What follows belongs to an exercise in optimizing a design on an open flow for small area, a short achievable clock period and few clock cycles; a production flow would make more cautious choices.
At most, simulation tests tie the RTL to the original design; equivalence was not proved.
Power figures rest on the tool's default switching activity, not on a simulated workload.

Setup of v31:
==> flow/design.v (excerpt) <==
module vpu_core (
    input  logic               clk,
    input  logic               rst_n,
    input  logic               en,
    output vpu_pkg::pc_t       pc,
    input  vpu_pkg::instr_t    instr,
    output vpu_pkg::mem_addr_t mem_addr,
    output logic               mem_read,
    output logic               mem_write,
    output vpu_pkg::vec_t      mem_wdata,
    input  vpu_pkg::vec_t      mem_rdata,
    output logic               data_out_vld,
    output vpu_pkg::vec_t      data_out,
    output vpu_pkg::reg_addr_t reg_wb
);
    logic [7:0]         id_sel_a;
    logic [7:0]         id_sel_b;
    logic               id_sel_imm;
    logic               id_use_a;
    logic               id_use_b;
    logic               id_writes;
    logic               id_arith;
    logic               id_sub;
    logic               id_and;
    logic               id_or;
    logic               id_xor;
    logic               id_load;
    logic               id_store;
    logic               id_jump;
    logic               stall;
    logic               id_early;
    logic               port_live;
    logic               rd_early;
    logic               rd_needs_port;
    logic               imm_eq;
    logic               advance;
    logic [7:0]         rf_valid;
    logic               id_wr_a;
    logic               id_wr_b;
    logic [7:0]         rd_sel_a;
    logic [7:0]         rd_sel_b;
    logic               rd_sel_imm;
    logic               rd_wr_a;
    logic               rd_wr_b;
    logic               rd_fwd_a;
    logic               rd_fwd_b;
    logic               rd_writes;
    logic               rd_arith;
    logic               rd_sub;
    logic               rd_and;
    logic               rd_or;
    logic               rd_xor;
    logic               rd_load;
    logic               rd_store;
    vpu_pkg::reg_addr_t rd_vd;
    vpu_pkg::imm_t      rd_imm;
    vpu_pkg::vec_t      rd_a;
    vpu_pkg::vec_t      rd_b;
    logic               ex_writes;
    logic               ex_store;
    vpu_pkg::reg_addr_t ex_vd;
    vpu_pkg::mem_addr_t mem_addr_q;
  ...
Size in the first run: roughly 3,100 cells after synthesis, roughly 790 flip-flops, roughly 250 I/O pins.
==> flow/config.mk <==
export PLATFORM = sky130hd
export DESIGN_NAME = vpu_core
export DESIGN_NICKNAME = vpu_core
export VERILOG_FILES = /design/flow/design.v
export SDC_FILE = /design/flow/constraint.sdc
export NUM_CORES = 4
export LEC_CHECK = 0
export CAP_MARGIN = 20
export CORE_MARGIN = 2
export CORE_UTILIZATION = 40
export CTS_BUF_LIST = sky130_fd_sc_hd__clkbuf_16
export CTS_CLUSTER_DIAMETER = 100
export CTS_CLUSTER_SIZE = 24
export SETUP_SLACK_MARGIN = 3.0
export SLEW_MARGIN = 20
==> flow/constraint.sdc <==
create_clock -name core_clock -period 5.5 [get_ports {clk}]
set_input_delay 1.1000 -clock core_clock [delete_from_list [all_inputs] [get_ports {clk}]]
set_output_delay 1.1000 -clock core_clock [all_outputs]
set_load 0.01 [all_outputs]
standard.sh (not shown) runs the stock make flow with config.mk's settings and CLKGATE_MAP_FILE= SYNTH_SCRIPT=/design/flow/synth_recipe.tcl, a recipe that flattens the netlist after the stock synthesis.
==> flow/flow/run.sh <==
#!/bin/bash
set -euo pipefail
cd "$(dirname "$0")/.."
export BUFFER_PORTS_ARGS="-buffer_cell sky130_fd_sc_hd__buf_1"
bash standard.sh finish > standard_flow.log 2>&1
#### Input delta (v38 over v31)
--- a/flow/design.v
+++ b/flow/design.v
@@ -232,20 +232,22 @@
     logic               id_sub;
     logic               id_and;
     logic               id_or;
     logic               id_xor;
     logic               id_load;
     logic               id_store;
     logic               id_jump;
     logic               stall;
     logic               id_early;
+    logic               id_stfwd;
     logic               port_live;
     logic               rd_early;
+    logic               rd_stfwd;
     logic               rd_needs_port;
     logic               imm_eq;
     logic               advance;
     logic [7:0]         rf_valid;
     logic               id_wr_a;
     logic               id_wr_b;
     logic [7:0]         rd_sel_a;
     logic [7:0]         rd_sel_b;
     logic               rd_sel_imm;
@@ -289,22 +291,23 @@
     vpu_pkg::vec_t      rd_op_a_c1;
     vpu_pkg::vec_t      rd_op_b_c0;
     vpu_pkg::vec_t      rd_op_b_c1;
     logic               wb_valid;
     logic [7:0]         wb_wen;
     logic               id_fwd_a;
     logic               id_fwd_b;
     vpu_pkg::reg_addr_t wb_vd;
     vpu_pkg::vec_t      wb_data;
-    assign rd_needs_port = rd_load && !rd_early;
+    assign rd_needs_port = rd_load && !rd_early && !rd_stfwd;
     assign stall         = rd_needs_port && ex_store;
     assign imm_eq   = (instr[vpu_pkg::IMM_MSB:vpu_pkg::IMM_LSB] == rd_imm);
-    assign id_early = id_load && port_live && !(rd_store && imm_eq);
+    assign id_stfwd = id_load && rd_store && imm_eq;
+    assign id_early = id_load && port_live && !id_stfwd;
     assign advance = en && !stall;
     fetch_unit u_fetch (
         .clk         (clk),
         .rst_n       (rst_n),
         .advance     (advance),
         .jump        (id_jump),
         .jump_target (instr[vpu_pkg::PC_W-1:0]),
         .pc          (pc)
     );
@@ -326,23 +329,25 @@
         .op_store (id_store),
         .jump     (id_jump)
     );
     always_ff @(posedge clk) begin
         if (!rst_n) begin
             rd_writes <= 1'b0;
             rd_load   <= 1'b0;
             rd_store  <= 1'b0;
             rd_early  <= 1'b0;
+            rd_stfwd  <= 1'b0;
         end else if (advance) begin
             rd_writes <= id_writes;
             rd_load   <= id_load;
             rd_store  <= id_store;
             rd_early  <= id_early;
+            rd_stfwd  <= id_stfwd;
         end
     end
     assign id_fwd_a = id_use_a && rd_writes && (instr[vpu_pkg::VS1_MSB:vpu_pkg::VS1_LSB] == rd_vd);
     assign id_fwd_b = id_use_b && rd_writes && (instr[vpu_pkg::VS2_MSB:vpu_pkg::VS2_LSB] == rd_vd);
     assign id_wr_a = id_use_a && ex_writes && (instr[vpu_pkg::VS1_MSB:vpu_pkg::VS1_LSB] == ex_vd);
     assign id_wr_b = id_use_b && ex_writes && (instr[vpu_pkg::VS2_MSB:vpu_pkg::VS2_LSB] == ex_vd);
     always_ff @(posedge clk) begin
         if (advance) begin
             rd_sel_a   <= id_wr_a ? 8'd0 : id_sel_a;
@@ -357,19 +362,19 @@
             rd_and     <= id_and;
             rd_or      <= id_or;
             rd_xor     <= id_xor;
             rd_vd      <= instr[vpu_pkg::VD_MSB:vpu_pkg::VD_LSB];
             rd_imm     <= instr[vpu_pkg::IMM_MSB:vpu_pkg::IMM_LSB];
         end
     end
     vector_regfile u_regfile (
         .clk     (clk),
-        .wen      (wb_wen),
+        .wen      (wb_wen & {8{en}}),
         .wdata    (wb_data),
         .sel_a    (rd_sel_a),
         .sel_b    (rd_sel_b),
         .sel_imm  (rd_sel_imm),
         .sel_wr_a (rd_wr_a),
         .sel_wr_b (rd_wr_b),
         .imm     (rd_imm),
         .rdata_a (rd_a),
         .rdata_b (rd_b)
@@ -406,37 +411,38 @@
     operand_forward u_fwd_b1 (
         .fwd       (fwd_b),
         .rf_data   (rd_b),
         .ex_result (ex_result_c1),
         .operand   (rd_op_b_c1)
     );
     assign rd_op_a = ex_carry & (rd_op_a_c1 ^ {vpu_pkg::VEC_W{rd_sub}})
                    | ~ex_carry & (rd_op_a_c0 ^ {vpu_pkg::VEC_W{rd_sub}});
     assign rd_op_b = (ex_carry & rd_op_b_c1 | ~ex_carry & rd_op_b_c0)
-                   | (mem_rdata & {vpu_pkg::VEC_W{rd_early}});
+                   | (mem_rdata & {vpu_pkg::VEC_W{rd_early}})
+                   | (ex_b & {vpu_pkg::VEC_W{rd_stfwd}});
     always_ff @(posedge clk) begin
         if (en) begin
             ex_vd    <= rd_vd;
             ex_arith <= rd_arith;
             ex_sub   <= rd_sub;
             ex_and   <= rd_and;
             ex_or    <= rd_or || (rd_load && !rd_needs_port);
             ex_xor   <= rd_xor;
             ex_load  <= rd_needs_port;
             ex_a     <= rd_op_a;
             ex_b     <= rd_op_b;
         end
     end
     always_ff @(posedge clk) begin
         if (!rst_n) begin
             port_live <= 1'b0;
         end else if (en) begin
-            port_live <= !rd_store && !stall && !(id_load && !id_early);
+            port_live <= !rd_store && !stall && !(id_load && !id_early && !id_stfwd);
         end
     end
     always_ff @(posedge clk) begin
         if (en) begin
             mem_addr_q <= (rd_store || stall) ? rd_imm : instr[vpu_pkg::IMM_MSB:vpu_pkg::IMM_LSB];
         end
     end
     assign mem_addr  = port_live ? instr[vpu_pkg::IMM_MSB:vpu_pkg::IMM_LSB] : mem_addr_q;
     assign mem_read  = en;
==> comparison <==
Looking at the reports, v38 completed the entire flow and the layout it produced met the timing, design-rule and antenna checks. | minimum clock period | v38 vs v31 | 0.30 ns lower |. v38 vs v31: instance count along the most critical hold path up in v38. Number of distinct library cells after synthesis is higher on v38. Headroom to the max-slew limit (lower): v31. For post-cts resize count, dividing the value from v38 by the value from v31 gives 1.19. Delta (v38 minus v31): part of the total power dissipated in combinational logic now larger; via count of the first global-routing pass now larger. Minimum setup slack in the final design up 0.30 ns in v38 wrt v31. Going from v31 to v38, number of buffers outside the clock class in the layout went up by 61, synthesized cell count went up about 8%, first-iteration DRC count grew by 15%, hold violation count in the final report shows no meaningful change.
Function was not checked in any run of this note: the RTL went through the layout flow alone.

---

== run 1 ==
Another version of the RTL of vpu_core (not shown whole).
Size in the first run: roughly 3200 cells after synthesis, about 250 I/O pins, roughly 40000 sq um of cells after synthesis.
==> flow/config.mk <==
export PLATFORM = sky130hd
export DESIGN_NAME = vpu_core
export DESIGN_NICKNAME = vpu_core
export VERILOG_FILES = /design/flow/design.v
export SDC_FILE = /design/flow/constraint.sdc
export NUM_CORES = 4
export LEC_CHECK = 0
export CAP_MARGIN = 20
export CORE_MARGIN = 2
export CORE_UTILIZATION = 40
export CTS_BUF_LIST = sky130_fd_sc_hd__clkbuf_16
export CTS_CLUSTER_DIAMETER = 100
export CTS_CLUSTER_SIZE = 24
export SETUP_SLACK_MARGIN = 3.0
export SLEW_MARGIN = 20
==> flow/constraint.sdc <==
create_clock -name core_clock -period 5.5 [get_ports {clk}]
set_input_delay 1.1000 -clock core_clock [delete_from_list [all_inputs] [get_ports {clk}]]
set_output_delay 1.1000 -clock core_clock [all_outputs]
set_load 0.01 [all_outputs]
Scripts as last shown in full above: flow/flow/run.sh
Testbench counts of run 1, summed over its fixed seeds: cycles 17,656.
Input changes introduced in run 2 (baseline for comparison: run 1):
diff --git a/flow/design.v b/flow/design.v
--- a/flow/design.v
+++ b/flow/design.v
@@ -232,21 +232,16 @@
     logic               id_sub;
     logic               id_and;
     logic               id_or;
     logic               id_xor;
     logic               id_load;
     logic               id_store;
     logic               id_jump;
     logic               stall;
-    logic               id_early;
-    logic               port_live;
-    logic               rd_early;
-    logic               rd_needs_port;
-    logic               imm_eq;
     logic               advance;
     logic [7:0]         rf_valid;
     logic               id_wr_a;
     logic               id_wr_b;
     logic [7:0]         rd_sel_a;
     logic [7:0]         rd_sel_b;
     logic               rd_sel_imm;
     logic               rd_wr_a;
@@ -290,20 +285,17 @@
     vpu_pkg::vec_t      rd_op_b_c0;
     vpu_pkg::vec_t      rd_op_b_c1;
     logic               wb_valid;
     logic [7:0]         wb_wen;
     logic               id_fwd_a;
     logic               id_fwd_b;
     vpu_pkg::reg_addr_t wb_vd;
     vpu_pkg::vec_t      wb_data;
-    assign rd_needs_port = rd_load && !rd_early;
-    assign stall         = rd_needs_port && ex_store;
-    assign imm_eq   = (instr[vpu_pkg::IMM_MSB:vpu_pkg::IMM_LSB] == rd_imm);
-    assign id_early = id_load && port_live && !(rd_store && imm_eq);
+    assign stall   = rd_load && ex_store;
     assign advance = en && !stall;
     fetch_unit u_fetch (
         .clk         (clk),
         .rst_n       (rst_n),
         .advance     (advance),
         .jump        (id_jump),
         .jump_target (instr[vpu_pkg::PC_W-1:0]),
         .pc          (pc)
@@ -326,22 +318,20 @@
         .op_store (id_store),
         .jump     (id_jump)
     );
     always_ff @(posedge clk) begin
         if (!rst_n) begin
             rd_writes <= 1'b0;
             rd_load   <= 1'b0;
             rd_store  <= 1'b0;
-            rd_early  <= 1'b0;
         end else if (advance) begin
             rd_writes <= id_writes;
             rd_load   <= id_load;
             rd_store  <= id_store;
-            rd_early  <= id_early;
         end
     end
     assign id_fwd_a = id_use_a && rd_writes && (instr[vpu_pkg::VS1_MSB:vpu_pkg::VS1_LSB] == rd_vd);
     assign id_fwd_b = id_use_b && rd_writes && (instr[vpu_pkg::VS2_MSB:vpu_pkg::VS2_LSB] == rd_vd);
     assign id_wr_a = id_use_a && ex_writes && (instr[vpu_pkg::VS1_MSB:vpu_pkg::VS1_LSB] == ex_vd);
     assign id_wr_b = id_use_b && ex_writes && (instr[vpu_pkg::VS2_MSB:vpu_pkg::VS2_LSB] == ex_vd);
     always_ff @(posedge clk) begin
         if (advance) begin
@@ -406,44 +396,36 @@
     operand_forward u_fwd_b1 (
         .fwd       (fwd_b),
         .rf_data   (rd_b),
         .ex_result (ex_result_c1),
         .operand   (rd_op_b_c1)
     );
     assign rd_op_a = ex_carry & (rd_op_a_c1 ^ {vpu_pkg::VEC_W{rd_sub}})
                    | ~ex_carry & (rd_op_a_c0 ^ {vpu_pkg::VEC_W{rd_sub}});
-    assign rd_op_b = (ex_carry & rd_op_b_c1 | ~ex_carry & rd_op_b_c0)
-                   | (mem_rdata & {vpu_pkg::VEC_W{rd_early}});
+    assign rd_op_b = ex_carry & rd_op_b_c1 | ~ex_carry & rd_op_b_c0;
     always_ff @(posedge clk) begin
         if (en) begin
             ex_vd    <= rd_vd;
             ex_arith <= rd_arith;
             ex_sub   <= rd_sub;
             ex_and   <= rd_and;
-            ex_or    <= rd_or || (rd_load && !rd_needs_port);
+            ex_or    <= rd_or;
             ex_xor   <= rd_xor;
-            ex_load  <= rd_needs_port;
+            ex_load  <= rd_load;
             ex_a     <= rd_op_a;
             ex_b     <= rd_op_b;
         end
     end
     always_ff @(posedge clk) begin
-        if (!rst_n) begin
-            port_live <= 1'b0;
-        end else if (en) begin
-            port_live <= !rd_store && !stall && !(id_load && !id_early);
-        end
-    end
-    always_ff @(posedge clk) begin
         if (en) begin
             mem_addr_q <= (rd_store || stall) ? rd_imm : instr[vpu_pkg::IMM_MSB:vpu_pkg::IMM_LSB];
         end
     end
-    assign mem_addr  = port_live ? instr[vpu_pkg::IMM_MSB:vpu_pkg::IMM_LSB] : mem_addr_q;
+    assign mem_addr  = mem_addr_q;
     assign mem_read  = en;
     assign mem_write = en && ex_store;
     assign mem_wdata = ex_b;
     vector_alu u_alu (
         .op_arith (ex_arith),
         .op_sub   (ex_sub),
         .op_and   (ex_and),
         .op_or    (ex_or),
Notes after the runs:
Across both runs, row count was lower for run 2 than for run 1. Taking run 1 as the reference, in run 2 number of sinks driven by the clock tree now sits at about the same level; area used by multi-input combinational logic now sits lower; longest individual stage delay on the worst path now sits higher; mean post-synth cell area now sits higher. Of run 1 and run 2, run 2 shows the higher portion of the post-synthesis area used by sequential elements, with run 1 below it. In the metrics for run 1 and run 2, the one carrying the lower total power is run 2. In run 2 the count of cell types in the netlist turned out 14% lower than in run 1. Run 1 → run 2: path depth of the worst reg2reg path went up, wire length of the first global-routing pass went down, global-route usage went up.
Only the layout flow was run in run 2; the RTL was not checked for function there.

afterwards: timing with drivers on the ports:
Ports are ideal in the flow. The routed layouts listed here were re-timed in OpenROAD.
Step 1 sets driving cells, clkbuf_16 on the clock port and buf_2 on the other inputs (assumed; they add their load-dependent delay and slew).
Step 2 adds t to the input delays and takes it off the output delays; t is the mean of the earliest and latest rising clock arrival at the registers after step 1. Input paths then give back, and output paths get back, about the clock's delay inside the block.
a / b / c = no drivers / after step 1 / after step 2; a / b = the first two.
| run | shift t [ns] | setup slack, ns | worst setup path at the end | clock arrival spread, ns | worst slew at a driven data input, ns |
|---|---|---|---|---|---|
| v31 | 0.692 | 2.445 / 2.445 / 2.445 | register to register | 0.049 / 0.048 | 0.16 |
| v38 | 0.701 | 2.749 / 2.729 / 2.311 | input to register | 0.039 / 0.039 | 0.17 |
| run 1 | 0.687 | 2.788 / 2.740 / 2.462 | input to register | 0.052 / 0.052 | 0.14 |
| run 2 | 0.671 | 2.548 / 2.548 / 2.343 | input to register | 0.036 / 0.036 | 0.12 |
After both steps setup and hold are still met in every run listed. The setup slack of v38, which loses most, moves by -0.020 ns with the drivers and by -0.438 ns with both steps.
